This is an optimization exercise on Yosys and OpenROAD, whose aim is small area, not a production implementation. In this exercise RTL edits were held to simulation tests only and were not proved equivalent to the original.

$ cat design/flow/run.sh
#!/bin/bash
# synth_recipe.tcl (not shown) runs the flow's synth.tcl, then flattens the netlist and writes it again
# the make line also repeats each setting of config.mk as NAME=value (left out here)
make -C /OpenROAD-flow-scripts/flow DESIGN_CONFIG=/design/flow/config.mk WORK_HOME=/design/flow/orfs CLKGATE_MAP_FILE= SYNTH_SCRIPT=/design/flow/synth_recipe.tcl finish
$ cat design/flow/config.mk
export PLATFORM = sky130hd
export DESIGN_NAME = osc_phase_multi
export DESIGN_NICKNAME = osc_phase_multi
export VERILOG_FILES = /design/flow/design.v
export SDC_FILE = /design/flow/constraint.sdc
export NUM_CORES = 4
export LEC_CHECK = 0
export CAP_MARGIN = 20
export CORE_MARGIN = 2
export CORE_UTILIZATION = 40
export GPL_TIMING_DRIVEN = 0
export SLEW_MARGIN = 20
$ cat design/flow/constraint.sdc
create_clock -name core_clock -period 8.0 [get_ports {clk}]
set_input_delay 1.6000 -clock core_clock [delete_from_list [all_inputs] [get_ports {clk}]]
set_output_delay 1.6000 -clock core_clock [all_outputs]
set_load 0.01 [all_outputs]
$ cat design/flow/design.v
module osc_phase_multi #(
  parameter int ACC_W = 24,
  parameter int OUT_W = 16
) (
  input  logic             clk,
  input  logic             rst_n,
  input  logic             sample_en,
  input  logic [ACC_W-1:0] inc_in,
  input  logic             inc_load,
  input  logic             sync,
  input  logic [OUT_W-1:0] duty,
  input  logic [OUT_W-1:0] amp,
  output logic             inc_pending,
  output logic [OUT_W-1:0] saw,
  output logic [OUT_W-1:0] tri_o,
  output logic [OUT_W-1:0] sqr,
  output logic             out_valid,
  output logic             wrap
);
  logic [ACC_W-1:0] phase_q, phase_d;
  logic [ACC_W-1:0] inc_act_q;
  logic [ACC_W-1:0] inc_shd_q;
  logic             pending_q;
  logic [ACC_W:0]   sum;
  logic             upd_wrap;
  logic             apply;
  logic [15:0]      amp_q;
  logic             sq_q;
  logic             v1_q, wrap1_q;
  logic [15:0]      wh_q, a2_q;
  logic             cin_t_q, cin_s_q, p15_q, sq2_q;
  logic             valid_q, wrap_q;
  assign sum      = {1'b0, phase_q} + {1'b0, inc_act_q};
  assign upd_wrap = sync | sum[ACC_W];
  assign apply    = sample_en & (upd_wrap | (inc_act_q == '0));
  assign phase_d  = sync ? '0 : sum[ACC_W-1:0];
  always_ff @(posedge clk or negedge rst_n) begin
    if (!rst_n) begin
      phase_q   <= '0;
      inc_act_q <= '0;
      inc_shd_q <= '0;
      pending_q <= 1'b0;
      v1_q      <= 1'b0;
      wrap1_q   <= 1'b0;
      valid_q   <= 1'b0;
      wrap_q    <= 1'b0;
    end else begin
      if (sample_en) phase_q <= phase_d;
      if (apply) inc_act_q <= inc_shd_q;
      if (inc_load) inc_shd_q <= inc_in;
      pending_q <= inc_load | (pending_q & ~apply);
      v1_q      <= sample_en;
      wrap1_q   <= sample_en & upd_wrap;
      valid_q   <= v1_q;
      wrap_q    <= wrap1_q;
    end
  end
  always_ff @(posedge clk) begin
    amp_q <= amp;
    sq_q  <= (phase_d[ACC_W-1 -: 16] < duty);
  end
  logic        p15;
  logic [14:0] L;
  logic [15:0] a;
  logic [30:0] r0, r1, w;
  assign p15 = phase_q[ACC_W-1];
  assign L   = phase_q[ACC_W-2 -: 15];
  assign a   = amp_q;
  logic pp1;
  logic pp2;
  logic pp3;
  logic pp4;
  logic pp5;
  logic pp6;
  logic pp7;
  logic pp8;
  logic pp9;
  logic pp10;
  logic pp11;
  logic pp12;
  logic pp13;
  logic pp14;
  logic pp15;
  logic pp16;
  logic pp17;
  logic pp18;
  logic pp19;
  logic pp20;
  logic pp21;
  logic pp22;
  logic pp23;
  logic pp24;
  logic pp25;
  logic pp26;
  logic pp27;
  logic pp28;
  logic pp29;
  logic pp30;
  logic pp31;
  logic pp32;
  logic pp33;
  logic pp34;
  logic pp35;
  logic pp36;
  logic pp37;
  logic pp38;
  logic pp39;
  logic pp40;
  logic pp41;
  logic pp42;
  logic pp43;
  logic pp44;
  logic pp45;
  logic pp46;
  logic pp47;
  logic pp48;
  logic pp49;
  logic pp50;
  logic pp51;
  logic pp52;
  logic pp53;
  logic pp54;
  logic pp55;
  logic pp56;
  logic pp57;
  logic pp58;
  logic pp59;
  logic pp60;
  logic pp61;
  logic pp62;
  logic pp63;
  logic pp64;
  logic pp65;
  logic pp66;
  logic pp67;
  logic pp68;
  logic pp69;
  logic pp70;
  logic pp71;
  logic pp72;
  logic pp73;
  logic pp74;
  logic pp75;
  logic pp76;
  logic pp77;
  logic pp78;
  logic pp79;
  logic pp80;
  logic pp81;
  logic pp82;
  logic pp83;
  logic pp84;
  logic pp85;
  logic pp86;
  logic pp87;
  logic pp88;
  logic pp89;
  logic pp90;
  logic pp91;
  logic pp92;
  logic pp93;
  logic pp94;
  logic pp95;
  logic pp96;
  logic pp97;
  logic pp98;
  logic pp99;
  logic pp100;
  logic pp101;
  logic pp102;
  logic pp103;
  logic pp104;
  logic pp105;
  logic pp106;
  logic pp107;
  logic pp108;
  logic pp109;
  logic pp110;
  logic pp111;
  logic pp112;
  logic pp113;
  logic pp114;
  logic pp115;
  logic pp116;
  logic pp117;
  logic pp118;
  logic pp119;
  logic pp120;
  logic pp121;
  logic pp122;
  logic pp123;
  logic pp124;
  logic pp125;
  logic pp126;
  logic pp127;
  logic pp128;
  logic pp129;
  logic pp130;
  logic pp131;
  logic pp132;
  logic pp133;
  logic pp134;
  logic pp135;
  logic pp136;
  logic pp137;
  logic pp138;
  logic pp139;
  logic pp140;
  logic pp141;
  logic pp142;
  logic pp143;
  logic pp144;
  logic pp145;
  logic pp146;
  logic pp147;
  logic pp148;
  logic pp149;
  logic pp150;
  logic pp151;
  logic pp152;
  logic pp153;
  logic pp154;
  logic pp155;
  logic pp156;
  logic pp157;
  logic pp158;
  logic pp159;
  logic pp160;
  logic pp161;
  logic pp162;
  logic pp163;
  logic pp164;
  logic pp165;
  logic pp166;
  logic pp167;
  logic pp168;
  logic pp169;
  logic pp170;
  logic pp171;
  logic pp172;
  logic pp173;
  logic pp174;
  logic pp175;
  logic pp176;
  logic pp177;
  logic pp178;
  logic pp179;
  logic pp180;
  logic pp181;
  logic pp182;
  logic pp183;
  logic pp184;
  logic pp185;
  logic pp186;
  logic pp187;
  logic pp188;
  logic pp189;
  logic pp190;
  logic pp191;
  logic pp192;
  logic pp193;
  logic pp194;
  logic pp195;
  logic pp196;
  logic pp197;
  logic pp198;
  logic pp199;
  logic pp200;
  logic pp201;
  logic pp202;
  logic pp203;
  logic pp204;
  logic pp205;
  logic pp206;
  logic pp207;
  logic pp208;
  logic pp209;
  logic pp210;
  logic pp211;
  logic pp212;
  logic pp213;
  logic pp214;
  logic pp215;
  logic pp216;
  logic pp217;
  logic pp218;
  logic pp219;
  logic pp220;
  logic pp221;
  logic pp222;
  logic pp223;
  logic pp224;
  logic pp225;
  logic pp226;
  logic pp227;
  logic pp228;
  logic pp229;
  logic pp230;
  logic pp231;
  logic pp232;
  logic pp233;
  logic pp234;
  logic pp235;
  logic pp236;
  logic pp237;
  logic pp238;
  logic pp239;
  logic pp240;
  logic pp241;
  logic pp242;
  logic pp243;
  logic pp244;
  logic pp245;
  logic pp246;
  logic pp247;
  logic pp248;
  logic pp249;
  logic pp250;
  logic pp251;
  logic pp252;
  logic pp253;
  logic pp254;
  logic pp255;
  logic pp256;
  logic s257;
  logic c258;
  logic s259;
  logic c260;
  logic s261;
  logic c262;
  logic s263;
  logic c264;
  logic s265;
  logic c266;
  logic s267;
  logic c268;
  logic s269;
  logic c270;
  logic s271;
  logic c272;
  logic s273;
  logic c274;
  logic s275;
  logic c276;
  logic s277;
  logic c278;
  logic s279;
  logic c280;
  logic s281;
  logic c282;
  logic s283;
  logic c284;
  logic s285;
  logic c286;
  logic s287;
  logic c288;
  logic s289;
  logic c290;
  logic s291;
  logic c292;
  logic s293;
  logic c294;
  logic s295;
  logic c296;
  logic s297;
  logic c298;
  logic s299;
  logic c300;
  logic s301;
  logic c302;
  logic s303;
  logic c304;
  logic s305;
  logic c306;
  logic s307;
  logic c308;
  logic s309;
  logic c310;
  logic s311;
  logic c312;
  logic s313;
  logic c314;
  logic s315;
  logic c316;
  logic s317;
  logic c318;
  logic s319;
  logic c320;
  logic s321;
  logic c322;
  logic s323;
  logic c324;
  logic s325;
  logic c326;
  logic s327;
  logic c328;
  logic s329;
  logic c330;
  logic s331;
  logic c332;
  logic s333;
  logic c334;
  logic s335;
  logic c336;
  logic s337;
  logic c338;
  logic s339;
  logic c340;
  logic s341;
  logic c342;
  logic s343;
  logic c344;
  logic s345;
  logic c346;
  logic s347;
  logic c348;
  logic s349;
  logic c350;
  logic s351;
  logic c352;
  logic s353;
  logic c354;
  logic s355;
  logic c356;
  logic s357;
  logic c358;
  logic s359;
  logic c360;
  logic s361;
  logic c362;
  logic s363;
  logic c364;
  logic s365;
  logic c366;
  logic s367;
  logic c368;
  logic s369;
  logic c370;
  logic s371;
  logic c372;
  logic s373;
  logic c374;
  logic s375;
  logic c376;
  logic s377;
  logic c378;
  logic s379;
  logic c380;
  logic s381;
  logic c382;
  logic s383;
  logic c384;
  logic s385;
  logic c386;
  logic s387;
  logic c388;
  logic s389;
  logic c390;
  logic s391;
  logic c392;
  logic s393;
  logic c394;
  logic s395;
  logic c396;
  logic s397;
  logic c398;
  logic s399;
  logic c400;
  logic s401;
  logic c402;
  logic s403;
  logic c404;
  logic s405;
  logic c406;
  logic s407;
  logic c408;
  logic s409;
  logic c410;
  logic s411;
  logic c412;
  logic s413;
  logic c414;
  logic s415;
  logic c416;
  logic s417;
  logic c418;
  logic s419;
  logic c420;
  logic s421;
  logic c422;
  logic s423;
  logic c424;
  logic s425;
  logic c426;
  logic s427;
  logic c428;
  logic s429;
  logic c430;
  logic s431;
  logic c432;
  logic s433;
  logic c434;
  logic s435;
  logic c436;
  logic s437;
  logic c438;
  logic s439;
  logic c440;
  logic s441;
  logic c442;
  logic s443;
  logic c444;
  logic s445;
  logic c446;
  logic s447;
  logic c448;
  logic s449;
  logic c450;
  logic s451;
  logic c452;
  logic s453;
  logic c454;
  logic s455;
  logic c456;
  logic s457;
  logic c458;
  logic s459;
  logic c460;
  logic s461;
  logic c462;
  logic s463;
  logic c464;
  logic s465;
  logic c466;
  logic s467;
  logic c468;
  logic s469;
  logic c470;
  logic s471;
  logic c472;
  logic s473;
  logic c474;
  logic s475;
  logic c476;
  logic s477;
  logic c478;
  logic s479;
  logic c480;
  logic s481;
  logic c482;
  logic s483;
  logic c484;
  logic s485;
  logic c486;
  logic s487;
  logic c488;
  logic s489;
  logic c490;
  logic s491;
  logic c492;
  logic s493;
  logic c494;
  logic s495;
  logic c496;
  logic s497;
  logic c498;
  logic s499;
  logic c500;
  logic s501;
  logic c502;
  logic s503;
  logic c504;
  logic s505;
  logic c506;
  logic s507;
  logic c508;
  logic s509;
  logic c510;
  logic s511;
  logic c512;
  logic s513;
  logic c514;
  logic s515;
  logic c516;
  logic s517;
  logic c518;
  logic s519;
  logic c520;
  logic s521;
  logic c522;
  logic s523;
  logic c524;
  logic s525;
  logic c526;
  logic s527;
  logic c528;
  logic s529;
  logic c530;
  logic s531;
  logic c532;
  logic s533;
  logic c534;
  logic s535;
  logic c536;
  logic s537;
  logic c538;
  logic s539;
  logic c540;
  logic s541;
  logic c542;
  logic s543;
  logic c544;
  logic s545;
  logic c546;
  logic s547;
  logic c548;
  logic s549;
  logic c550;
  logic s551;
  logic c552;
  logic s553;
  logic c554;
  logic s555;
  logic c556;
  logic s557;
  logic c558;
  logic s559;
  logic c560;
  logic s561;
  logic c562;
  logic s563;
  logic c564;
  logic s565;
  logic c566;
  logic s567;
  logic c568;
  logic s569;
  logic c570;
  logic s571;
  logic c572;
  logic s573;
  logic c574;
  logic s575;
  logic c576;
  logic s577;
  logic c578;
  logic s579;
  logic c580;
  logic s581;
  logic c582;
  logic s583;
  logic c584;
  logic s585;
  logic c586;
  logic s587;
  logic c588;
  logic s589;
  logic c590;
  logic s591;
  logic c592;
  logic s593;
  logic c594;
  logic s595;
  logic c596;
  logic s597;
  logic c598;
  logic s599;
  logic c600;
  logic s601;
  logic c602;
  logic s603;
  logic c604;
  logic s605;
  logic c606;
  logic s607;
  logic c608;
  logic s609;
  logic c610;
  logic s611;
  logic c612;
  logic s613;
  logic c614;
  logic s615;
  logic c616;
  logic s617;
  logic c618;
  logic s619;
  logic c620;
  logic s621;
  logic c622;
  logic s623;
  logic c624;
  logic s625;
  logic c626;
  logic s627;
  logic c628;
  logic s629;
  logic c630;
  logic s631;
  logic c632;
  logic s633;
  logic c634;
  logic s635;
  logic c636;
  logic s637;
  logic c638;
  logic s639;
  logic c640;
  logic s641;
  logic c642;
  logic s643;
  logic c644;
  logic s645;
  logic c646;
  logic s647;
  logic c648;
  logic s649;
  logic c650;
  logic s651;
  logic c652;
  logic s653;
  logic c654;
  logic s655;
  logic c656;
  logic s657;
  logic c658;
  logic s659;
  logic c660;
  logic s661;
  logic c662;
  logic s663;
  logic c664;
  logic s665;
  logic c666;
  logic s667;
  logic c668;
  logic s669;
  logic c670;
  logic s671;
  logic c672;
  logic s673;
  logic c674;
  logic s675;
  logic c676;
  assign pp1 = (L[0] & a[0]);
  assign pp2 = (p15 & a[0]);
  assign pp3 = (L[0] & a[1]);
  assign pp4 = (L[1] & a[0]);
  assign pp5 = (p15 & a[1]);
  assign pp6 = (L[0] & a[2]);
  assign pp7 = (L[1] & a[1]);
  assign pp8 = (L[2] & a[0]);
  assign pp9 = (p15 & a[2]);
  assign pp10 = (L[0] & a[3]);
  assign pp11 = (L[1] & a[2]);
  assign pp12 = (L[2] & a[1]);
  assign pp13 = (L[3] & a[0]);
  assign pp14 = (p15 & a[3]);
  assign pp15 = (L[0] & a[4]);
  assign pp16 = (L[1] & a[3]);
  assign pp17 = (L[2] & a[2]);
  assign pp18 = (L[3] & a[1]);
  assign pp19 = (L[4] & a[0]);
  assign pp20 = (p15 & a[4]);
  assign pp21 = (L[0] & a[5]);
  assign pp22 = (L[1] & a[4]);
  assign pp23 = (L[2] & a[3]);
  assign pp24 = (L[3] & a[2]);
  assign pp25 = (L[4] & a[1]);
  assign pp26 = (L[5] & a[0]);
  assign pp27 = (p15 & a[5]);
  assign pp28 = (L[0] & a[6]);
  assign pp29 = (L[1] & a[5]);
  assign pp30 = (L[2] & a[4]);
  assign pp31 = (L[3] & a[3]);
  assign pp32 = (L[4] & a[2]);
  assign pp33 = (L[5] & a[1]);
  assign pp34 = (L[6] & a[0]);
  assign pp35 = (p15 & a[6]);
  assign pp36 = (L[0] & a[7]);
  assign pp37 = (L[1] & a[6]);
  assign pp38 = (L[2] & a[5]);
  assign pp39 = (L[3] & a[4]);
  assign pp40 = (L[4] & a[3]);
  assign pp41 = (L[5] & a[2]);
  assign pp42 = (L[6] & a[1]);
  assign pp43 = (L[7] & a[0]);
  assign pp44 = (p15 & a[7]);
  assign pp45 = (L[0] & a[8]);
  assign pp46 = (L[1] & a[7]);
  assign pp47 = (L[2] & a[6]);
  assign pp48 = (L[3] & a[5]);
  assign pp49 = (L[4] & a[4]);
  assign pp50 = (L[5] & a[3]);
  assign pp51 = (L[6] & a[2]);
  assign pp52 = (L[7] & a[1]);
  assign pp53 = (L[8] & a[0]);
  assign pp54 = (p15 & a[8]);
  assign pp55 = (L[0] & a[9]);
  assign pp56 = (L[1] & a[8]);
  assign pp57 = (L[2] & a[7]);
  assign pp58 = (L[3] & a[6]);
  assign pp59 = (L[4] & a[5]);
  assign pp60 = (L[5] & a[4]);
  assign pp61 = (L[6] & a[3]);
  assign pp62 = (L[7] & a[2]);
  assign pp63 = (L[8] & a[1]);
  assign pp64 = (L[9] & a[0]);
  assign pp65 = (p15 & a[9]);
  assign pp66 = (L[0] & a[10]);
  assign pp67 = (L[1] & a[9]);
  assign pp68 = (L[2] & a[8]);
  assign pp69 = (L[3] & a[7]);
  assign pp70 = (L[4] & a[6]);
  assign pp71 = (L[5] & a[5]);
  assign pp72 = (L[6] & a[4]);
  assign pp73 = (L[7] & a[3]);
  assign pp74 = (L[8] & a[2]);
  assign pp75 = (L[9] & a[1]);
  assign pp76 = (L[10] & a[0]);
  assign pp77 = (p15 & a[10]);
  assign pp78 = (L[0] & a[11]);
  assign pp79 = (L[1] & a[10]);
  assign pp80 = (L[2] & a[9]);
  assign pp81 = (L[3] & a[8]);
  assign pp82 = (L[4] & a[7]);
  assign pp83 = (L[5] & a[6]);
  assign pp84 = (L[6] & a[5]);
  assign pp85 = (L[7] & a[4]);
  assign pp86 = (L[8] & a[3]);
  assign pp87 = (L[9] & a[2]);
  assign pp88 = (L[10] & a[1]);
  assign pp89 = (L[11] & a[0]);
  assign pp90 = (p15 & a[11]);
  assign pp91 = (L[0] & a[12]);
  assign pp92 = (L[1] & a[11]);
  assign pp93 = (L[2] & a[10]);
  assign pp94 = (L[3] & a[9]);
  assign pp95 = (L[4] & a[8]);
  assign pp96 = (L[5] & a[7]);
  assign pp97 = (L[6] & a[6]);
  assign pp98 = (L[7] & a[5]);
  assign pp99 = (L[8] & a[4]);
  assign pp100 = (L[9] & a[3]);
  assign pp101 = (L[10] & a[2]);
  assign pp102 = (L[11] & a[1]);
  assign pp103 = (L[12] & a[0]);
  assign pp104 = (p15 & a[12]);
  assign pp105 = (L[0] & a[13]);
  assign pp106 = (L[1] & a[12]);
  assign pp107 = (L[2] & a[11]);
  assign pp108 = (L[3] & a[10]);
  assign pp109 = (L[4] & a[9]);
  assign pp110 = (L[5] & a[8]);
  assign pp111 = (L[6] & a[7]);
  assign pp112 = (L[7] & a[6]);
  assign pp113 = (L[8] & a[5]);
  assign pp114 = (L[9] & a[4]);
  assign pp115 = (L[10] & a[3]);
  assign pp116 = (L[11] & a[2]);
  assign pp117 = (L[12] & a[1]);
  assign pp118 = (L[13] & a[0]);
  assign pp119 = (p15 & a[13]);
  assign pp120 = (L[0] & a[14]);
  assign pp121 = (L[1] & a[13]);
  assign pp122 = (L[2] & a[12]);
  assign pp123 = (L[3] & a[11]);
  assign pp124 = (L[4] & a[10]);
  assign pp125 = (L[5] & a[9]);
  assign pp126 = (L[6] & a[8]);
  assign pp127 = (L[7] & a[7]);
  assign pp128 = (L[8] & a[6]);
  assign pp129 = (L[9] & a[5]);
  assign pp130 = (L[10] & a[4]);
  assign pp131 = (L[11] & a[3]);
  assign pp132 = (L[12] & a[2]);
  assign pp133 = (L[13] & a[1]);
  assign pp134 = (L[14] & a[0]);
  assign pp135 = (p15 & a[14]);
  assign pp136 = (L[0] & a[15]);
  assign pp137 = (L[1] & a[14]);
  assign pp138 = (L[2] & a[13]);
  assign pp139 = (L[3] & a[12]);
  assign pp140 = (L[4] & a[11]);
  assign pp141 = (L[5] & a[10]);
  assign pp142 = (L[6] & a[9]);
  assign pp143 = (L[7] & a[8]);
  assign pp144 = (L[8] & a[7]);
  assign pp145 = (L[9] & a[6]);
  assign pp146 = (L[10] & a[5]);
  assign pp147 = (L[11] & a[4]);
  assign pp148 = (L[12] & a[3]);
  assign pp149 = (L[13] & a[2]);
  assign pp150 = (L[14] & a[1]);
  assign pp151 = (p15 & a[15]);
  assign pp152 = (L[1] & a[15]);
  assign pp153 = (L[2] & a[14]);
  assign pp154 = (L[3] & a[13]);
  assign pp155 = (L[4] & a[12]);
  assign pp156 = (L[5] & a[11]);
  assign pp157 = (L[6] & a[10]);
  assign pp158 = (L[7] & a[9]);
  assign pp159 = (L[8] & a[8]);
  assign pp160 = (L[9] & a[7]);
  assign pp161 = (L[10] & a[6]);
  assign pp162 = (L[11] & a[5]);
  assign pp163 = (L[12] & a[4]);
  assign pp164 = (L[13] & a[3]);
  assign pp165 = (L[14] & a[2]);
  assign pp166 = (L[2] & a[15]);
  assign pp167 = (L[3] & a[14]);
  assign pp168 = (L[4] & a[13]);
  assign pp169 = (L[5] & a[12]);
  assign pp170 = (L[6] & a[11]);
  assign pp171 = (L[7] & a[10]);
  assign pp172 = (L[8] & a[9]);
  assign pp173 = (L[9] & a[8]);
  assign pp174 = (L[10] & a[7]);
  assign pp175 = (L[11] & a[6]);
  assign pp176 = (L[12] & a[5]);
  assign pp177 = (L[13] & a[4]);
  assign pp178 = (L[14] & a[3]);
  assign pp179 = (L[3] & a[15]);
  assign pp180 = (L[4] & a[14]);
  assign pp181 = (L[5] & a[13]);
  assign pp182 = (L[6] & a[12]);
  assign pp183 = (L[7] & a[11]);
  assign pp184 = (L[8] & a[10]);
  assign pp185 = (L[9] & a[9]);
  assign pp186 = (L[10] & a[8]);
  assign pp187 = (L[11] & a[7]);
  assign pp188 = (L[12] & a[6]);
  assign pp189 = (L[13] & a[5]);
  assign pp190 = (L[14] & a[4]);
  assign pp191 = (L[4] & a[15]);
  assign pp192 = (L[5] & a[14]);
  assign pp193 = (L[6] & a[13]);
  assign pp194 = (L[7] & a[12]);
  assign pp195 = (L[8] & a[11]);
  assign pp196 = (L[9] & a[10]);
  assign pp197 = (L[10] & a[9]);
  assign pp198 = (L[11] & a[8]);
  assign pp199 = (L[12] & a[7]);
  assign pp200 = (L[13] & a[6]);
  assign pp201 = (L[14] & a[5]);
  assign pp202 = (L[5] & a[15]);
  assign pp203 = (L[6] & a[14]);
  assign pp204 = (L[7] & a[13]);
  assign pp205 = (L[8] & a[12]);
  assign pp206 = (L[9] & a[11]);
  assign pp207 = (L[10] & a[10]);
  assign pp208 = (L[11] & a[9]);
  assign pp209 = (L[12] & a[8]);
  assign pp210 = (L[13] & a[7]);
  assign pp211 = (L[14] & a[6]);
  assign pp212 = (L[6] & a[15]);
  assign pp213 = (L[7] & a[14]);
  assign pp214 = (L[8] & a[13]);
  assign pp215 = (L[9] & a[12]);
  assign pp216 = (L[10] & a[11]);
  assign pp217 = (L[11] & a[10]);
  assign pp218 = (L[12] & a[9]);
  assign pp219 = (L[13] & a[8]);
  assign pp220 = (L[14] & a[7]);
  assign pp221 = (L[7] & a[15]);
  assign pp222 = (L[8] & a[14]);
  assign pp223 = (L[9] & a[13]);
  assign pp224 = (L[10] & a[12]);
  assign pp225 = (L[11] & a[11]);
  assign pp226 = (L[12] & a[10]);
  assign pp227 = (L[13] & a[9]);
  assign pp228 = (L[14] & a[8]);
  assign pp229 = (L[8] & a[15]);
  assign pp230 = (L[9] & a[14]);
  assign pp231 = (L[10] & a[13]);
  assign pp232 = (L[11] & a[12]);
  assign pp233 = (L[12] & a[11]);
  assign pp234 = (L[13] & a[10]);
  assign pp235 = (L[14] & a[9]);
  assign pp236 = (L[9] & a[15]);
  assign pp237 = (L[10] & a[14]);
  assign pp238 = (L[11] & a[13]);
  assign pp239 = (L[12] & a[12]);
  assign pp240 = (L[13] & a[11]);
  assign pp241 = (L[14] & a[10]);
  assign pp242 = (L[10] & a[15]);
  assign pp243 = (L[11] & a[14]);
  assign pp244 = (L[12] & a[13]);
  assign pp245 = (L[13] & a[12]);
  assign pp246 = (L[14] & a[11]);
  assign pp247 = (L[11] & a[15]);
  assign pp248 = (L[12] & a[14]);
  assign pp249 = (L[13] & a[13]);
  assign pp250 = (L[14] & a[12]);
  assign pp251 = (L[12] & a[15]);
  assign pp252 = (L[13] & a[14]);
  assign pp253 = (L[14] & a[13]);
  assign pp254 = (L[13] & a[15]);
  assign pp255 = (L[14] & a[14]);
  assign pp256 = (L[14] & a[15]);
  assign s257 = pp91 ^ pp92;
  assign c258 = pp91 & pp92;
  assign s259 = pp105 ^ pp106 ^ pp107;
  assign c260 = (pp105 & pp106) | (pp105 & pp107) | (pp106 & pp107);
  assign s261 = pp108 ^ pp109;
  assign c262 = pp108 & pp109;
  assign s263 = pp120 ^ pp121 ^ pp122;
  assign c264 = (pp120 & pp121) | (pp120 & pp122) | (pp121 & pp122);
  assign s265 = pp123 ^ pp124 ^ pp125;
  assign c266 = (pp123 & pp124) | (pp123 & pp125) | (pp124 & pp125);
  assign s267 = pp126 ^ pp127;
  assign c268 = pp126 & pp127;
  assign s269 = pp136 ^ pp137 ^ pp138;
  assign c270 = (pp136 & pp137) | (pp136 & pp138) | (pp137 & pp138);
  assign s271 = pp139 ^ pp140 ^ pp141;
  assign c272 = (pp139 & pp140) | (pp139 & pp141) | (pp140 & pp141);
  assign s273 = pp142 ^ pp143 ^ pp144;
  assign c274 = (pp142 & pp143) | (pp142 & pp144) | (pp143 & pp144);
  assign s275 = pp152 ^ pp153 ^ pp154;
  assign c276 = (pp152 & pp153) | (pp152 & pp154) | (pp153 & pp154);
  assign s277 = pp155 ^ pp156 ^ pp157;
  assign c278 = (pp155 & pp156) | (pp155 & pp157) | (pp156 & pp157);
  assign s279 = pp166 ^ pp167 ^ pp168;
  assign c280 = (pp166 & pp167) | (pp166 & pp168) | (pp167 & pp168);
  assign s281 = pp45 ^ pp46;
  assign c282 = pp45 & pp46;
  assign s283 = pp55 ^ pp56 ^ pp57;
  assign c284 = (pp55 & pp56) | (pp55 & pp57) | (pp56 & pp57);
  assign s285 = pp58 ^ pp59;
  assign c286 = pp58 & pp59;
  assign s287 = pp66 ^ pp67 ^ pp68;
  assign c288 = (pp66 & pp67) | (pp66 & pp68) | (pp67 & pp68);
  assign s289 = pp69 ^ pp70 ^ pp71;
  assign c290 = (pp69 & pp70) | (pp69 & pp71) | (pp70 & pp71);
  assign s291 = pp72 ^ pp73;
  assign c292 = pp72 & pp73;
  assign s293 = pp78 ^ pp79 ^ pp80;
  assign c294 = (pp78 & pp79) | (pp78 & pp80) | (pp79 & pp80);
  assign s295 = pp81 ^ pp82 ^ pp83;
  assign c296 = (pp81 & pp82) | (pp81 & pp83) | (pp82 & pp83);
  assign s297 = pp84 ^ pp85 ^ pp86;
  assign c298 = (pp84 & pp85) | (pp84 & pp86) | (pp85 & pp86);
  assign s299 = pp87 ^ pp88;
  assign c300 = pp87 & pp88;
  assign s301 = pp93 ^ pp94 ^ pp95;
  assign c302 = (pp93 & pp94) | (pp93 & pp95) | (pp94 & pp95);
  assign s303 = pp96 ^ pp97 ^ pp98;
  assign c304 = (pp96 & pp97) | (pp96 & pp98) | (pp97 & pp98);
  assign s305 = pp99 ^ pp100 ^ pp101;
  assign c306 = (pp99 & pp100) | (pp99 & pp101) | (pp100 & pp101);
  assign s307 = pp102 ^ pp103 ^ pp104;
  assign c308 = (pp102 & pp103) | (pp102 & pp104) | (pp103 & pp104);
  assign s309 = pp110 ^ pp111 ^ pp112;
  assign c310 = (pp110 & pp111) | (pp110 & pp112) | (pp111 & pp112);
  assign s311 = pp113 ^ pp114 ^ pp115;
  assign c312 = (pp113 & pp114) | (pp113 & pp115) | (pp114 & pp115);
  assign s313 = pp116 ^ pp117 ^ pp118;
  assign c314 = (pp116 & pp117) | (pp116 & pp118) | (pp117 & pp118);
  assign s315 = pp119 ^ c258 ^ s259;
  assign c316 = (pp119 & c258) | (pp119 & s259) | (c258 & s259);
  assign s317 = pp128 ^ pp129 ^ pp130;
  assign c318 = (pp128 & pp129) | (pp128 & pp130) | (pp129 & pp130);
  assign s319 = pp131 ^ pp132 ^ pp133;
  assign c320 = (pp131 & pp132) | (pp131 & pp133) | (pp132 & pp133);
  assign s321 = pp134 ^ pp135 ^ c260;
  assign c322 = (pp134 & pp135) | (pp134 & c260) | (pp135 & c260);
  assign s323 = c262 ^ s263 ^ s265;
  assign c324 = (c262 & s263) | (c262 & s265) | (s263 & s265);
  assign s325 = pp145 ^ pp146 ^ pp147;
  assign c326 = (pp145 & pp146) | (pp145 & pp147) | (pp146 & pp147);
  assign s327 = pp148 ^ pp149 ^ pp150;
  assign c328 = (pp148 & pp149) | (pp148 & pp150) | (pp149 & pp150);
  assign s329 = pp151 ^ c264 ^ c266;
  assign c330 = (pp151 & c264) | (pp151 & c266) | (c264 & c266);
  assign s331 = c268 ^ s269 ^ s271;
  assign c332 = (c268 & s269) | (c268 & s271) | (s269 & s271);
  assign s333 = pp158 ^ pp159 ^ pp160;
  assign c334 = (pp158 & pp159) | (pp158 & pp160) | (pp159 & pp160);
  assign s335 = pp161 ^ pp162 ^ pp163;
  assign c336 = (pp161 & pp162) | (pp161 & pp163) | (pp162 & pp163);
  assign s337 = pp164 ^ pp165 ^ c270;
  assign c338 = (pp164 & pp165) | (pp164 & c270) | (pp165 & c270);
  assign s339 = c272 ^ c274 ^ s275;
  assign c340 = (c272 & c274) | (c272 & s275) | (c274 & s275);
  assign s341 = pp169 ^ pp170 ^ pp171;
  assign c342 = (pp169 & pp170) | (pp169 & pp171) | (pp170 & pp171);
  assign s343 = pp172 ^ pp173 ^ pp174;
  assign c344 = (pp172 & pp173) | (pp172 & pp174) | (pp173 & pp174);
  assign s345 = pp175 ^ pp176 ^ pp177;
  assign c346 = (pp175 & pp176) | (pp175 & pp177) | (pp176 & pp177);
  assign s347 = pp178 ^ c276 ^ c278;
  assign c348 = (pp178 & c276) | (pp178 & c278) | (c276 & c278);
  assign s349 = pp179 ^ pp180 ^ pp181;
  assign c350 = (pp179 & pp180) | (pp179 & pp181) | (pp180 & pp181);
  assign s351 = pp182 ^ pp183 ^ pp184;
  assign c352 = (pp182 & pp183) | (pp182 & pp184) | (pp183 & pp184);
  assign s353 = pp185 ^ pp186 ^ pp187;
  assign c354 = (pp185 & pp186) | (pp185 & pp187) | (pp186 & pp187);
  assign s355 = pp188 ^ pp189 ^ pp190;
  assign c356 = (pp188 & pp189) | (pp188 & pp190) | (pp189 & pp190);
  assign s357 = pp191 ^ pp192 ^ pp193;
  assign c358 = (pp191 & pp192) | (pp191 & pp193) | (pp192 & pp193);
  assign s359 = pp194 ^ pp195 ^ pp196;
  assign c360 = (pp194 & pp195) | (pp194 & pp196) | (pp195 & pp196);
  assign s361 = pp197 ^ pp198 ^ pp199;
  assign c362 = (pp197 & pp198) | (pp197 & pp199) | (pp198 & pp199);
  assign s363 = pp202 ^ pp203 ^ pp204;
  assign c364 = (pp202 & pp203) | (pp202 & pp204) | (pp203 & pp204);
  assign s365 = pp205 ^ pp206 ^ pp207;
  assign c366 = (pp205 & pp206) | (pp205 & pp207) | (pp206 & pp207);
  assign s367 = pp212 ^ pp213 ^ pp214;
  assign c368 = (pp212 & pp213) | (pp212 & pp214) | (pp213 & pp214);
  assign s369 = pp21 ^ pp22;
  assign c370 = pp21 & pp22;
  assign s371 = pp28 ^ pp29 ^ pp30;
  assign c372 = (pp28 & pp29) | (pp28 & pp30) | (pp29 & pp30);
  assign s373 = pp31 ^ pp32;
  assign c374 = pp31 & pp32;
  assign s375 = pp36 ^ pp37 ^ pp38;
  assign c376 = (pp36 & pp37) | (pp36 & pp38) | (pp37 & pp38);
  assign s377 = pp39 ^ pp40 ^ pp41;
  assign c378 = (pp39 & pp40) | (pp39 & pp41) | (pp40 & pp41);
  assign s379 = pp42 ^ pp43;
  assign c380 = pp42 & pp43;
  assign s381 = pp47 ^ pp48 ^ pp49;
  assign c382 = (pp47 & pp48) | (pp47 & pp49) | (pp48 & pp49);
  assign s383 = pp50 ^ pp51 ^ pp52;
  assign c384 = (pp50 & pp51) | (pp50 & pp52) | (pp51 & pp52);
  assign s385 = pp53 ^ pp54 ^ s281;
  assign c386 = (pp53 & pp54) | (pp53 & s281) | (pp54 & s281);
  assign s387 = pp60 ^ pp61 ^ pp62;
  assign c388 = (pp60 & pp61) | (pp60 & pp62) | (pp61 & pp62);
  assign s389 = pp63 ^ pp64 ^ pp65;
  assign c390 = (pp63 & pp64) | (pp63 & pp65) | (pp64 & pp65);
  assign s391 = c282 ^ s283 ^ s285;
  assign c392 = (c282 & s283) | (c282 & s285) | (s283 & s285);
  assign s393 = pp74 ^ pp75 ^ pp76;
  assign c394 = (pp74 & pp75) | (pp74 & pp76) | (pp75 & pp76);
  assign s395 = pp77 ^ c284 ^ c286;
  assign c396 = (pp77 & c284) | (pp77 & c286) | (c284 & c286);
  assign s397 = s287 ^ s289 ^ s291;
  assign c398 = (s287 & s289) | (s287 & s291) | (s289 & s291);
  assign s399 = pp89 ^ pp90 ^ c288;
  assign c400 = (pp89 & pp90) | (pp89 & c288) | (pp90 & c288);
  assign s401 = c290 ^ c292 ^ s293;
  assign c402 = (c290 & c292) | (c290 & s293) | (c292 & s293);
  assign s403 = s295 ^ s297 ^ s299;
  assign c404 = (s295 & s297) | (s295 & s299) | (s297 & s299);
  assign s405 = s257 ^ c294 ^ c296;
  assign c406 = (s257 & c294) | (s257 & c296) | (c294 & c296);
  assign s407 = c298 ^ c300 ^ s301;
  assign c408 = (c298 & c300) | (c298 & s301) | (c300 & s301);
  assign s409 = s303 ^ s305 ^ s307;
  assign c410 = (s303 & s305) | (s303 & s307) | (s305 & s307);
  assign s411 = s261 ^ c302 ^ c304;
  assign c412 = (s261 & c302) | (s261 & c304) | (c302 & c304);
  assign s413 = c306 ^ c308 ^ s309;
  assign c414 = (c306 & c308) | (c306 & s309) | (c308 & s309);
  assign s415 = s311 ^ s313 ^ s315;
  assign c416 = (s311 & s313) | (s311 & s315) | (s313 & s315);
  assign s417 = s267 ^ c310 ^ c312;
  assign c418 = (s267 & c310) | (s267 & c312) | (c310 & c312);
  assign s419 = c314 ^ c316 ^ s317;
  assign c420 = (c314 & c316) | (c314 & s317) | (c316 & s317);
  assign s421 = s319 ^ s321 ^ s323;
  assign c422 = (s319 & s321) | (s319 & s323) | (s321 & s323);
  assign s423 = s273 ^ c318 ^ c320;
  assign c424 = (s273 & c318) | (s273 & c320) | (c318 & c320);
  assign s425 = c322 ^ c324 ^ s325;
  assign c426 = (c322 & c324) | (c322 & s325) | (c324 & s325);
  assign s427 = s327 ^ s329 ^ s331;
  assign c428 = (s327 & s329) | (s327 & s331) | (s329 & s331);
  assign s429 = s277 ^ c326 ^ c328;
  assign c430 = (s277 & c326) | (s277 & c328) | (c326 & c328);
  assign s431 = c330 ^ c332 ^ s333;
  assign c432 = (c330 & c332) | (c330 & s333) | (c332 & s333);
  assign s433 = s335 ^ s337 ^ s339;
  assign c434 = (s335 & s337) | (s335 & s339) | (s337 & s339);
  assign s435 = s279 ^ c334 ^ c336;
  assign c436 = (s279 & c334) | (s279 & c336) | (c334 & c336);
  assign s437 = c338 ^ c340 ^ s341;
  assign c438 = (c338 & c340) | (c338 & s341) | (c340 & s341);
  assign s439 = s343 ^ s345 ^ s347;
  assign c440 = (s343 & s345) | (s343 & s347) | (s345 & s347);
  assign s441 = c280 ^ c342 ^ c344;
  assign c442 = (c280 & c342) | (c280 & c344) | (c342 & c344);
  assign s443 = c346 ^ c348 ^ s349;
  assign c444 = (c346 & c348) | (c346 & s349) | (c348 & s349);
  assign s445 = s351 ^ s353 ^ s355;
  assign c446 = (s351 & s353) | (s351 & s355) | (s353 & s355);
  assign s447 = pp200 ^ pp201 ^ c350;
  assign c448 = (pp200 & pp201) | (pp200 & c350) | (pp201 & c350);
  assign s449 = c352 ^ c354 ^ c356;
  assign c450 = (c352 & c354) | (c352 & c356) | (c354 & c356);
  assign s451 = s357 ^ s359 ^ s361;
  assign c452 = (s357 & s359) | (s357 & s361) | (s359 & s361);
  assign s453 = pp208 ^ pp209 ^ pp210;
  assign c454 = (pp208 & pp209) | (pp208 & pp210) | (pp209 & pp210);
  assign s455 = pp211 ^ c358 ^ c360;
  assign c456 = (pp211 & c358) | (pp211 & c360) | (c358 & c360);
  assign s457 = c362 ^ s363 ^ s365;
  assign c458 = (c362 & s363) | (c362 & s365) | (s363 & s365);
  assign s459 = pp215 ^ pp216 ^ pp217;
  assign c460 = (pp215 & pp216) | (pp215 & pp217) | (pp216 & pp217);
  assign s461 = pp218 ^ pp219 ^ pp220;
  assign c462 = (pp218 & pp219) | (pp218 & pp220) | (pp219 & pp220);
  assign s463 = c364 ^ c366 ^ s367;
  assign c464 = (c364 & c366) | (c364 & s367) | (c366 & s367);
  assign s465 = pp221 ^ pp222 ^ pp223;
  assign c466 = (pp221 & pp222) | (pp221 & pp223) | (pp222 & pp223);
  assign s467 = pp224 ^ pp225 ^ pp226;
  assign c468 = (pp224 & pp225) | (pp224 & pp226) | (pp225 & pp226);
  assign s469 = pp227 ^ pp228 ^ c368;
  assign c470 = (pp227 & pp228) | (pp227 & c368) | (pp228 & c368);
  assign s471 = pp229 ^ pp230 ^ pp231;
  assign c472 = (pp229 & pp230) | (pp229 & pp231) | (pp230 & pp231);
  assign s473 = pp232 ^ pp233 ^ pp234;
  assign c474 = (pp232 & pp233) | (pp232 & pp234) | (pp233 & pp234);
  assign s475 = pp236 ^ pp237 ^ pp238;
  assign c476 = (pp236 & pp237) | (pp236 & pp238) | (pp237 & pp238);
  assign s477 = pp10 ^ pp11;
  assign c478 = pp10 & pp11;
  assign s479 = pp15 ^ pp16 ^ pp17;
  assign c480 = (pp15 & pp16) | (pp15 & pp17) | (pp16 & pp17);
  assign s481 = pp18 ^ pp19;
  assign c482 = pp18 & pp19;
  assign s483 = pp23 ^ pp24 ^ pp25;
  assign c484 = (pp23 & pp24) | (pp23 & pp25) | (pp24 & pp25);
  assign s485 = pp26 ^ pp27 ^ s369;
  assign c486 = (pp26 & pp27) | (pp26 & s369) | (pp27 & s369);
  assign s487 = pp33 ^ pp34 ^ pp35;
  assign c488 = (pp33 & pp34) | (pp33 & pp35) | (pp34 & pp35);
  assign s489 = c370 ^ s371 ^ s373;
  assign c490 = (c370 & s371) | (c370 & s373) | (s371 & s373);
  assign s491 = pp44 ^ c372 ^ c374;
  assign c492 = (pp44 & c372) | (pp44 & c374) | (c372 & c374);
  assign s493 = s375 ^ s377 ^ s379;
  assign c494 = (s375 & s377) | (s375 & s379) | (s377 & s379);
  assign s495 = c376 ^ c378 ^ c380;
  assign c496 = (c376 & c378) | (c376 & c380) | (c378 & c380);
  assign s497 = s381 ^ s383 ^ s385;
  assign c498 = (s381 & s383) | (s381 & s385) | (s383 & s385);
  assign s499 = c382 ^ c384 ^ c386;
  assign c500 = (c382 & c384) | (c382 & c386) | (c384 & c386);
  assign s501 = s387 ^ s389 ^ s391;
  assign c502 = (s387 & s389) | (s387 & s391) | (s389 & s391);
  assign s503 = c388 ^ c390 ^ c392;
  assign c504 = (c388 & c390) | (c388 & c392) | (c390 & c392);
  assign s505 = s393 ^ s395 ^ s397;
  assign c506 = (s393 & s395) | (s393 & s397) | (s395 & s397);
  assign s507 = c394 ^ c396 ^ c398;
  assign c508 = (c394 & c396) | (c394 & c398) | (c396 & c398);
  assign s509 = s399 ^ s401 ^ s403;
  assign c510 = (s399 & s401) | (s399 & s403) | (s401 & s403);
  assign s511 = c400 ^ c402 ^ c404;
  assign c512 = (c400 & c402) | (c400 & c404) | (c402 & c404);
  assign s513 = s405 ^ s407 ^ s409;
  assign c514 = (s405 & s407) | (s405 & s409) | (s407 & s409);
  assign s515 = c406 ^ c408 ^ c410;
  assign c516 = (c406 & c408) | (c406 & c410) | (c408 & c410);
  assign s517 = s411 ^ s413 ^ s415;
  assign c518 = (s411 & s413) | (s411 & s415) | (s413 & s415);
  assign s519 = c412 ^ c414 ^ c416;
  assign c520 = (c412 & c414) | (c412 & c416) | (c414 & c416);
  assign s521 = s417 ^ s419 ^ s421;
  assign c522 = (s417 & s419) | (s417 & s421) | (s419 & s421);
  assign s523 = c418 ^ c420 ^ c422;
  assign c524 = (c418 & c420) | (c418 & c422) | (c420 & c422);
  assign s525 = s423 ^ s425 ^ s427;
  assign c526 = (s423 & s425) | (s423 & s427) | (s425 & s427);
  assign s527 = c424 ^ c426 ^ c428;
  assign c528 = (c424 & c426) | (c424 & c428) | (c426 & c428);
  assign s529 = s429 ^ s431 ^ s433;
  assign c530 = (s429 & s431) | (s429 & s433) | (s431 & s433);
  assign s531 = c430 ^ c432 ^ c434;
  assign c532 = (c430 & c432) | (c430 & c434) | (c432 & c434);
  assign s533 = s435 ^ s437 ^ s439;
  assign c534 = (s435 & s437) | (s435 & s439) | (s437 & s439);
  assign s535 = c436 ^ c438 ^ c440;
  assign c536 = (c436 & c438) | (c436 & c440) | (c438 & c440);
  assign s537 = s441 ^ s443 ^ s445;
  assign c538 = (s441 & s443) | (s441 & s445) | (s443 & s445);
  assign s539 = c442 ^ c444 ^ c446;
  assign c540 = (c442 & c444) | (c442 & c446) | (c444 & c446);
  assign s541 = s447 ^ s449 ^ s451;
  assign c542 = (s447 & s449) | (s447 & s451) | (s449 & s451);
  assign s543 = c448 ^ c450 ^ c452;
  assign c544 = (c448 & c450) | (c448 & c452) | (c450 & c452);
  assign s545 = s453 ^ s455 ^ s457;
  assign c546 = (s453 & s455) | (s453 & s457) | (s455 & s457);
  assign s547 = c454 ^ c456 ^ c458;
  assign c548 = (c454 & c456) | (c454 & c458) | (c456 & c458);
  assign s549 = s459 ^ s461 ^ s463;
  assign c550 = (s459 & s461) | (s459 & s463) | (s461 & s463);
  assign s551 = c460 ^ c462 ^ c464;
  assign c552 = (c460 & c462) | (c460 & c464) | (c462 & c464);
  assign s553 = s465 ^ s467 ^ s469;
  assign c554 = (s465 & s467) | (s465 & s469) | (s467 & s469);
  assign s555 = pp235 ^ c466 ^ c468;
  assign c556 = (pp235 & c466) | (pp235 & c468) | (c466 & c468);
  assign s557 = c470 ^ s471 ^ s473;
  assign c558 = (c470 & s471) | (c470 & s473) | (s471 & s473);
  assign s559 = pp239 ^ pp240 ^ pp241;
  assign c560 = (pp239 & pp240) | (pp239 & pp241) | (pp240 & pp241);
  assign s561 = c472 ^ c474 ^ s475;
  assign c562 = (c472 & c474) | (c472 & s475) | (c474 & s475);
  assign s563 = pp242 ^ pp243 ^ pp244;
  assign c564 = (pp242 & pp243) | (pp242 & pp244) | (pp243 & pp244);
  assign s565 = pp245 ^ pp246 ^ c476;
  assign c566 = (pp245 & pp246) | (pp245 & c476) | (pp246 & c476);
  assign s567 = pp247 ^ pp248 ^ pp249;
  assign c568 = (pp247 & pp248) | (pp247 & pp249) | (pp248 & pp249);
  assign s569 = pp6 ^ pp7;
  assign c570 = pp6 & pp7;
  assign s571 = pp12 ^ pp13 ^ pp14;
  assign c572 = (pp12 & pp13) | (pp12 & pp14) | (pp13 & pp14);
  assign s573 = pp20 ^ c478 ^ s479;
  assign c574 = (pp20 & c478) | (pp20 & s479) | (c478 & s479);
  assign s575 = c480 ^ c482 ^ s483;
  assign c576 = (c480 & c482) | (c480 & s483) | (c482 & s483);
  assign s577 = c484 ^ c486 ^ s487;
  assign c578 = (c484 & c486) | (c484 & s487) | (c486 & s487);
  assign s579 = c488 ^ c490 ^ s491;
  assign c580 = (c488 & c490) | (c488 & s491) | (c490 & s491);
  assign s581 = c492 ^ c494 ^ s495;
  assign c582 = (c492 & c494) | (c492 & s495) | (c494 & s495);
  assign s583 = c496 ^ c498 ^ s499;
  assign c584 = (c496 & c498) | (c496 & s499) | (c498 & s499);
  assign s585 = c500 ^ c502 ^ s503;
  assign c586 = (c500 & c502) | (c500 & s503) | (c502 & s503);
  assign s587 = c504 ^ c506 ^ s507;
  assign c588 = (c504 & c506) | (c504 & s507) | (c506 & s507);
  assign s589 = c508 ^ c510 ^ s511;
  assign c590 = (c508 & c510) | (c508 & s511) | (c510 & s511);
  assign s591 = c512 ^ c514 ^ s515;
  assign c592 = (c512 & c514) | (c512 & s515) | (c514 & s515);
  assign s593 = c516 ^ c518 ^ s519;
  assign c594 = (c516 & c518) | (c516 & s519) | (c518 & s519);
  assign s595 = c520 ^ c522 ^ s523;
  assign c596 = (c520 & c522) | (c520 & s523) | (c522 & s523);
  assign s597 = c524 ^ c526 ^ s527;
  assign c598 = (c524 & c526) | (c524 & s527) | (c526 & s527);
  assign s599 = c528 ^ c530 ^ s531;
  assign c600 = (c528 & c530) | (c528 & s531) | (c530 & s531);
  assign s601 = c532 ^ c534 ^ s535;
  assign c602 = (c532 & c534) | (c532 & s535) | (c534 & s535);
  assign s603 = c536 ^ c538 ^ s539;
  assign c604 = (c536 & c538) | (c536 & s539) | (c538 & s539);
  assign s605 = c540 ^ c542 ^ s543;
  assign c606 = (c540 & c542) | (c540 & s543) | (c542 & s543);
  assign s607 = c544 ^ c546 ^ s547;
  assign c608 = (c544 & c546) | (c544 & s547) | (c546 & s547);
  assign s609 = c548 ^ c550 ^ s551;
  assign c610 = (c548 & c550) | (c548 & s551) | (c550 & s551);
  assign s611 = c552 ^ c554 ^ s555;
  assign c612 = (c552 & c554) | (c552 & s555) | (c554 & s555);
  assign s613 = c556 ^ c558 ^ s559;
  assign c614 = (c556 & c558) | (c556 & s559) | (c558 & s559);
  assign s615 = c560 ^ c562 ^ s563;
  assign c616 = (c560 & c562) | (c560 & s563) | (c562 & s563);
  assign s617 = pp250 ^ c564 ^ c566;
  assign c618 = (pp250 & c564) | (pp250 & c566) | (c564 & c566);
  assign s619 = pp251 ^ pp252 ^ pp253;
  assign c620 = (pp251 & pp252) | (pp251 & pp253) | (pp252 & pp253);
  assign s621 = pp3 ^ pp4;
  assign c622 = pp3 & pp4;
  assign s623 = pp8 ^ pp9 ^ s569;
  assign c624 = (pp8 & pp9) | (pp8 & s569) | (pp9 & s569);
  assign s625 = s477 ^ c570 ^ s571;
  assign c626 = (s477 & c570) | (s477 & s571) | (c570 & s571);
  assign s627 = s481 ^ c572 ^ s573;
  assign c628 = (s481 & c572) | (s481 & s573) | (c572 & s573);
  assign s629 = s485 ^ c574 ^ s575;
  assign c630 = (s485 & c574) | (s485 & s575) | (c574 & s575);
  assign s631 = s489 ^ c576 ^ s577;
  assign c632 = (s489 & c576) | (s489 & s577) | (c576 & s577);
  assign s633 = s493 ^ c578 ^ s579;
  assign c634 = (s493 & c578) | (s493 & s579) | (c578 & s579);
  assign s635 = s497 ^ c580 ^ s581;
  assign c636 = (s497 & c580) | (s497 & s581) | (c580 & s581);
  assign s637 = s501 ^ c582 ^ s583;
  assign c638 = (s501 & c582) | (s501 & s583) | (c582 & s583);
  assign s639 = s505 ^ c584 ^ s585;
  assign c640 = (s505 & c584) | (s505 & s585) | (c584 & s585);
  assign s641 = s509 ^ c586 ^ s587;
  assign c642 = (s509 & c586) | (s509 & s587) | (c586 & s587);
  assign s643 = s513 ^ c588 ^ s589;
  assign c644 = (s513 & c588) | (s513 & s589) | (c588 & s589);
  assign s645 = s517 ^ c590 ^ s591;
  assign c646 = (s517 & c590) | (s517 & s591) | (c590 & s591);
  assign s647 = s521 ^ c592 ^ s593;
  assign c648 = (s521 & c592) | (s521 & s593) | (c592 & s593);
  assign s649 = s525 ^ c594 ^ s595;
  assign c650 = (s525 & c594) | (s525 & s595) | (c594 & s595);
  assign s651 = s529 ^ c596 ^ s597;
  assign c652 = (s529 & c596) | (s529 & s597) | (c596 & s597);
  assign s653 = s533 ^ c598 ^ s599;
  assign c654 = (s533 & c598) | (s533 & s599) | (c598 & s599);
  assign s655 = s537 ^ c600 ^ s601;
  assign c656 = (s537 & c600) | (s537 & s601) | (c600 & s601);
  assign s657 = s541 ^ c602 ^ s603;
  assign c658 = (s541 & c602) | (s541 & s603) | (c602 & s603);
  assign s659 = s545 ^ c604 ^ s605;
  assign c660 = (s545 & c604) | (s545 & s605) | (c604 & s605);
  assign s661 = s549 ^ c606 ^ s607;
  assign c662 = (s549 & c606) | (s549 & s607) | (c606 & s607);
  assign s663 = s553 ^ c608 ^ s609;
  assign c664 = (s553 & c608) | (s553 & s609) | (c608 & s609);
  assign s665 = s557 ^ c610 ^ s611;
  assign c666 = (s557 & c610) | (s557 & s611) | (c610 & s611);
  assign s667 = s561 ^ c612 ^ s613;
  assign c668 = (s561 & c612) | (s561 & s613) | (c612 & s613);
  assign s669 = s565 ^ c614 ^ s615;
  assign c670 = (s565 & c614) | (s565 & s615) | (c614 & s615);
  assign s671 = s567 ^ c616 ^ s617;
  assign c672 = (s567 & c616) | (s567 & s617) | (c616 & s617);
  assign s673 = c568 ^ c618 ^ s619;
  assign c674 = (c568 & c618) | (c568 & s619) | (c618 & s619);
  assign s675 = pp254 ^ pp255 ^ c620;
  assign c676 = (pp254 & pp255) | (pp254 & c620) | (pp255 & c620);
  assign r0 = {1'b0, pp256, c674, c672, c670, c668, c666, c664, c662, c660, c658, c656, c654, c652, c650, c648, c646, c644, c642, c640, c638, c636, c634, c632, c630, c628, c626, c624, c622, pp5, pp1};
  assign r1 = {1'b0, c676, s675, s673, s671, s669, s667, s665, s663, s661, s659, s657, s655, s653, s651, s649, s647, s645, s643, s641, s639, s637, s635, s633, s631, s629, s627, s625, s623, s621, pp2};
  assign w = r0 + r1;
  logic [15:0] x, nx, wh15, wh16;
  logic        a0, w14, w15, nz14, b0, b1, c_lt, cin_t, cin_s;
  assign x     = {1'b0, a[15:1]};
  assign nx    = ~x;
  assign a0    = a[0];
  assign wh15  = w[30:15];
  assign wh16  = {1'b0, w[30:16]};
  assign w14   = w[14];
  assign w15   = w[15];
  assign nz14  = |w[13:0];
  assign b0    = a0 & ~w14;                           
  assign b1    = a0 ? (w14 & nz14) : (w14 | nz14);     
  assign c_lt  = (w[15:0] < a);                        
  assign cin_t = p15 ? b1 : ~b0;
  assign cin_s = p15 ? ~c_lt : ~(a0 & ~w15);
  always_ff @(posedge clk) begin
    wh_q    <= wh15;
    a2_q    <= a;
    cin_t_q <= cin_t;
    cin_s_q <= cin_s;
    p15_q   <= p15;
    sq2_q   <= sq_q;
  end
  logic [15:0] x2, nx2, ys2, tri_s, saw_s, v;
  logic        d;
  assign x2    = {1'b0, a2_q[15:1]};
  assign nx2   = ~x2;
  assign ys2   = p15_q ? 16'hFFFF : nx2;
  assign tri_s = wh_q + nx2 + {15'd0, cin_t_q};
  assign saw_s = {1'b0, wh_q[15:1]} + ys2 + {15'd0, cin_s_q};
  assign d = (a2_q != 16'd0) & (~a2_q[0] | a2_q[15]);
  assign v = x2 - {15'd0, d};
  assign inc_pending = pending_q;
  assign saw         = saw_s;
  assign tri_o       = tri_s ^ {16{p15_q}};
  assign sqr         = sq2_q ? v : ((a2_q == 16'd0) ? 16'd0 : ~v);
  assign out_valid   = valid_q;
  assign wrap        = wrap_q;
endmodule
==> flow_metrics.tcl, run 1 <==
set metrics [dict create \
    dr.first_iter.drc_count 599 \
    report.final.slew_viol_count 0 \
    maxCapViolations 0 \
    stdcell_count 2279 \
    crit_arrival_ns 7.67 \
    syn-num-nets 2015 \
    tightestPinTransition_ns 0.800 \
    crit_family "adder cells" \
    clk_pin_slew_ns 0.07 \
    worstSetupPathType "flip-flop to flip-flop" \
    grt_max_degree 50 \
    final_common_cell "inv_1" \
    drt-total-wl_microns 42700 \
    endpoint_kind "flip-flop" \
    fin_skew_ns 0.0162 \
    synth_cell_types 63 \
    final_util_pct 46.9 \
    finalSetupViolations 0 \
    status "no timing/DRC/antenna violations" \
    synth_area_per_cell_sq_um 9.42 \
    port_buffers 110 \
    crit_top_cell "fa_1" \
    grt_antenna_before_repair 0 \
    reg2reg_from "amp_q[10]" \
    synth_top_area_share_pct 26.4 \
    clock-root-buffer "clkbuf_16" \
    via_count 11900 \
    grt_pass1_wl_microns 68000 \
    cts_tree "built" \
    syn_area_sq_um 15300 \
    required_ns 8.38 \
    dp.final_hpwl_microns 34200 \
    synthCells 1624 \
    worst_slack_ns 0.708 \
    setup.worst_path.end "cin_s_q" \
    synth-seq-area-share_pct 19.5 \
    cts_sinks 130 \
    die_h_microns 200 \
    ctsHoldBuffers 0 \
    max_slew_margin_pct 46.7 \
    cp-start-kind "flip-flop" \
    ys_seq_elements 130 \
    post_drt_via_cell_ratio 5.24 \
    ys_warn_count 1 \
    max_freq_mhz 137 \
    yosys-top-cells-area "fa_1 26%, dfrtp_1 13%, ha_1 10%" \
    die_w_microns 200 \
    start_util_pct 40.6 \
    crit_buf_inv 2 \
    mostFrequentLayoutCells "236 x inv_1, 202 x fa_1, 179 x nand2_1, 128 x ha_1, 120 x and2_1" \
    synth_async_sr_flop_share_pct 59.2 \
    post-route-period-util_pct 91.1 \
    die-area_sq_um 39800 \
    gr-total-overflow 0 \
    reg2reg_slack_ns 0.71 \
    h-tree-depth 4 \
    ys.flop_type "dfrtp_1" \
    ant_nets 0 \
    area_delta_synth_final_pct 15.6 \
    pre_cts_ws_ns 0.871 \
    cp_slowest_stage_delay_ns 0.67 \
    nets 2145 \
    drcViolationCount 0 \
    wl_per_cell_microns 18.8 \
    drt-pass1-iter-count 5 \
    cp_slowest_cell "dfxtp_1" \
    coreArea_sq_um 37700 \
    path_cells "clkbuf_1, nand2_1, fa_1, fa_1, inv_1, fa_1, fa_1, fa_1, ha_1, a21oi_1, a21boi_0, o31ai_1, a31oi_1, o21ai_0, nand2b_1, xor2_1, ha_1, nand3_1, or4_1, a21oi_1, o32a_1" \
    hold_viol 0 \
    postCtsSetupRepairBufs 0 \
    routabilityCongestion 0.890 \
    yosys.area.top_type "fa_1" \
    setup_tns_ns 0 \
    cts_buffer_depth 2 \
    place_inst 2246 \
    hold_class "flip-flop to flip-flop" \
    post_cts_resize_count 0 \
    rows 71 \
    worstSkewPairLatency_ns 0.45 \
    startpoint "amp_q[10]" \
    cts_buffers 17 \
    rsz0062_at_grt "false" \
    path_depth 21 \
    drive_above_1_share_pct 5.89 \
    ioPinCount 112 \
    r2r_end "cin_s_q" \
    grt_util_all_layers_pct 22.6 \
    r2r_cells 21 \
    layout_min_cycle_time_ns 7.29 \
    path_max_fanout 10 \
    grt_pass1_vias 12600 \
    synth_edf_count 0 \
]
## worst reg2reg max path, delay by kind of cell, from the launching register on
family                   cells  cell delay [ns]
AND/OR/NAND/NOR              4             0.82
adder cells (fa/ha/maj)      7             3.05
buffers and inverters        2             0.63
AO/OA/AOI/OAI                7             1.62
XOR/XNOR                     1             0.44
flip-flops                   1             0.67
## layout make-up
| class | instances | area [sq um] |
|---|---|---|
| Buffer | 50 | 195 |
| Inverter | 239 | 897 |
| Clock buffer | 17 | 425 |
| Sequential cell | 130 | 2990 |
| Antenna cell | 1 | 2.50 |
| Tap cell | 511 | 639 |
| Fill cell | 3647 | 20000 |
| Timing Repair Buffer | 111 | 1130 |
| Multi-Input combinational cell | 1205 | 11200 |
| Clock inverter | 15 | 185 |
## cell families (layout without fill, tap and decap cells)
family	Yosys count	count (layout)	share of synthesized area (%)
AO/OA/AOI/OAI	226	226	9.92
XOR/XNOR	95	95	5.44
adder cells (fa/ha/maj)	331	331	37.0
buffers and inverters	289	432	7.14
flip-flops	130	130	19.5
multiplexers	74	74	5.45
other	0	1	0
AND/OR/NAND/NOR	479	479	15.5
## sequential cells by signal (all words and copies together) (netlist names)
name       cells
cin_s_q        1
wrap1_q        1
amp_q         16
cin_t_q        1
valid_q        1
wrap_q         1
wh_q          16
v1_q           1
sq_q           1
phase_q       24
sq2_q          1
pending_q      1
inc_shd_q     24
inc_act_q     24
a2_q          16
p15_q          1
## synthesized netlist by cell type (14+ instances only)
cell        n
inv_1     236
fa_1      202
dfrtp_1    77
nand2b_1   27
ha_1      128
nor2_1     60
nand2_1   179
nor3_1     20
a21o_1     36
clkbuf_1   43
o21ai_0    37
nand4_1    14
mux2_1     25
and2_1    120
xor2_1     26
a21oi_1    55
mux2_2     49
dfxtp_1    53
xnor2_1    69
## layer usage
| metal | wire length (microns) | global-route usage (%) |
|---|---|---|
| met1 | 18500 | 29.2 |
| met2 | 20000 | 37.6 |
| met3 | 2660 | 3.61 |
| met4 | 1620 | 9.11 |
| met5 | 0 | 0 |
## worst min path at each step
stage,startpoint,to,slack (ns),depth (start not counted)
detailed placement,wrap1_q,wrap_q,0.33,0
CTS,wrap1_q,wrap_q,0.35,0
floorplan,sq_q,sq2_q,0.31,0
finish,wrap1_q,wrap_q,0.35,0
global route,wrap1_q,wrap_q,0.36,0
global placement,v1_q,valid_q,0.34,0
## stage by stage
step	area [sq um]	hold WS, ns
6_report	17700	0.349
4_1_cts	17700	0.350
2_1_floorplan	15300	0.310
3_5_place_dp	17100	0.335
3_3_place_gp	17000	0.338
5_1_grt	17700	0.362
==> run 2: changes to the inputs <==
--- a/design/flow/config.mk
+++ b/design/flow/config.mk
@@ -8,5 +8,4 @@
 export CAP_MARGIN = 20
 export CORE_MARGIN = 2
 export CORE_UTILIZATION = 40
-export GPL_TIMING_DRIVEN = 0
 export SLEW_MARGIN = 20
==> flow_metrics.tcl, run 2 <==
set metrics [dict create \
    yosys.area_share.simple_pct 15.5 \
    rsz0062_at_grt "false" \
    endpoint_kind "flip-flop" \
    path_max_fanout 18 \
    area_delta_synth_final_pct 14.3 \
    die_h_microns 200 \
    synth_top_family_by_area "adder cells" \
    coreArea_sq_um 37700 \
    die_w_microns 200 \
    gr-total-overflow 0 \
    drt-total-wl_microns 40300 \
    required_ns 8.38 \
    ys_warn_count 1 \
    post_drt_via_cell_ratio 5.19 \
    synthCells 1624 \
    die-area_sq_um 39800 \
    crit_arrival_ns 6.73 \
    postCtsSetupRepairBufs 0 \
    cts_sinks 130 \
    yosys.area_share.xor_xnor_pct 5.44 \
    grt_max_degree 78 \
    worstSkewPairLatency_ns 0.44 \
    dr.first_iter.drc_count 639 \
    post-route-period-util_pct 79.4 \
    start_util_pct 40.6 \
    hold_class "flip-flop to flip-flop" \
    synth_adder_area_share_pct 37.0 \
    finalSetupViolations 0 \
    crit_top_cell "fa_1" \
    mostFrequentLayoutCells "236 x inv_1, 202 x fa_1, 179 x nand2_1, 128 x ha_1, 120 x and2_1" \
    cts_tree "built" \
    ys.flop_type "dfrtp_1" \
    crit_buf_inv 1 \
    path_cells "nand2_1, fa_1, fa_1, inv_1, fa_1, fa_1, fa_1, ha_1, a21oi_1, a21boi_0, o31ai_1, a31oi_1, o21ai_0, nand2b_1, xor2_1, ha_1, nand3_1, or4_1, a21oi_1, o32a_1" \
    path_depth 20 \
    muxShareOfSynthArea_pct 5.45 \
    grt_util_all_layers_pct 20.9 \
    syn_area_sq_um 15300 \
    cts_buffer_depth 2 \
    max_slew_margin_pct 30.5 \
    dp.final_hpwl_microns 31000 \
    clk_pin_slew_ns 0.07 \
    report.final.slew_viol_count 0 \
    status "no timing/DRC/antenna violations" \
    max_freq_mhz 157 \
    tightestPinTransition_ns 1.04 \
    drt-pass1-iter-count 5 \
    synth_async_sr_flop_share_pct 59.2 \
    synth_cell_types 63 \
    ys_seq_elements 130 \
    cp_slowest_cell "dfrtp_1" \
    routabilityCongestion 0.845 \
    drcViolationCount 0 \
    worstSetupPathType "flip-flop to flip-flop" \
    whs_ns 0.356 \
    synth_most_common_cell "inv_1" \
    layout_min_cycle_time_ns 6.35 \
    grt_pass1_wl_microns 64200 \
    final_common_cell "inv_1" \
    hold_path_depth 0 \
    synth_edf_count 0 \
    wl_per_cell_microns 18.0 \
    top_regs "inc_act_q x24, inc_shd_q x24, phase_q x24" \
    synth-seq-area-share_pct 19.5 \
    nets 2104 \
    synth_compound_area_share_pct 9.92 \
    hold_viol 0 \
    ant_nets 0 \
    clock-root-buffer "clkbuf_16" \
    yosys-top-cells-area "fa_1 26%, dfrtp_1 13%, ha_1 10%" \
    synth_top_area_share_pct 26.4 \
    crit_family "adder cells" \
    drive_above_1_share_pct 6.43 \
    rows 71 \
    cts_buffers 17 \
    yosys.area.top_type "fa_1" \
    post_cts_resize_count 0 \
    fin_skew_ns 0.0119 \
    synth_area_per_cell_sq_um 9.42 \
    ioPinCount 112 \
    port_buffers 111 \
    syn-num-nets 2015 \
    via_count 11600 \
    grt_pass1_vias 12200 \
    grt_antenna_before_repair 0 \
    ctsHoldBuffers 0 \
    h-tree-depth 4 \
    synth_commonest_cells "236 x inv_1, 202 x fa_1, 179 x nand2_1" \
    num-fill-cells 3676 \
    setup_tns_ns 0 \
    maxCapViolations 0 \
    cp_slowest_stage_delay_ns 0.78 \
    cp-start-kind "flip-flop" \
    r2r_cells 20 \
]
==> run 2: logic make-up (layout without fill, tap and decap cells) <==
| logic type | count (synthesis) | in the layout |
|---|---|---|
| and+or+nand+nor | 479 | 479 |
| muxes | 74 | 74 |
| other | 0 | 1 |
| AOI/OAI and AO/OA | 226 | 226 |
| DFF | 130 | 130 |
| buffers and inverters | 289 | 391 |
| adders and majority gates | 331 | 331 |
| xor gates and xnor gates | 95 | 95 |
==> run 2: final timing paths <==
check,from,endpoint,slack [ns]
worst max-delay path,phase_q[8],cin_s_q,1.65
max in group asynchronous,rst_n,phase_q[15],6.06
worst min-delay path,v1_q,valid_q,0.36
worst max register to register,phase_q[8],cin_s_q,1.65
min in group asynchronous,rst_n,inc_shd_q[12],1.29
worst min register to register,v1_q,valid_q,0.36
==> run 2: worst register-to-register path, stage by stage, from the launching register on <==
cell      delay (ns)
dfrtp_1         0.78
nand2_1         0.18
fa_1            0.54
fa_1            0.55
inv_1           0.05
fa_1            0.38
fa_1            0.54
fa_1            0.41
ha_1            0.40
a21oi_1         0.13
a21boi_0        0.37
o31ai_1         0.12
a31oi_1         0.34
o21ai_0         0.13
nand2b_1        0.10
xor2_1          0.27
ha_1            0.19
nand3_1         0.11
or4_1           0.40
a21oi_1         0.14
o32a_1          0.17
==> run 2: metrics by stage <==
step | cells | instance area [sq um] | utilization [%] | setup slack [ns]
after detailed placement | 2205 | 16900 | 44.9 | 1.70
after global routing | 2237 | 17500 | 46.4 | 1.22
after CTS | 2237 | 17500 | 46.4 | 1.68
after global placement | 2205 | 16900 | 44.9 | 1.86
after floorplan | 1624 | 15300 | - | 2.41
final | 2238 | 17500 | 46.4 | 1.65
==> run 2: cell type report <==
type	count	area [sq um]	area share, %
Timing Repair Buffer	120	1170	6.70
Antenna cell	1	2.50	0.0143
Tap cell	511	639	3.66
Clock inverter	15	143	0.816
Sequential cell	130	2990	17.1
Multi-Input combinational cell	1205	11200	64.1
Clock buffer	17	425	2.43
Inverter	239	897	5.13
==> run 2: layer usage <==
layer / global-route usage [%] / share of wire [%] / up-vias
li1: - / - / 5441
met1: 28.4 / 46 / 5809
met2: 35.0 / 47 / 320
met3: 2.73 / 5.2 / 42
met4: 5.76 / 1.9 / 0
met5: 0 / 0 / -

[port drivers added, routing unchanged]
The flow's constraints put no driver on any port. The routed layouts listed below were extracted and timed again, unchanged, in two steps.
Step 1 sets driving cells, clkbuf_16 on the clock port and buf_2 on the other inputs (assumed; they add their load-dependent delay and slew).
Step 2 adds t to the input delays and takes it off the output delays; t is the mean of the earliest and latest rising clock arrival at the registers after step 1. Input paths then give back, and output paths get back, about the clock's delay inside the block.
Slacks: ideal ports / drivers / drivers and shift; pairs: ideal ports / drivers.
| run | t, ns | setup slack, ns | worst register clock-pin slew, ns |
|---|---|---|---|
| run 1 | 0.494 | 0.708 / 0.708 / 0.708 | 0.08 / 0.08 |
| run 2 | 0.479 | 1.649 / 1.649 / 1.649 | 0.07 / 0.07 |
After both steps setup and hold are still met in every run listed.
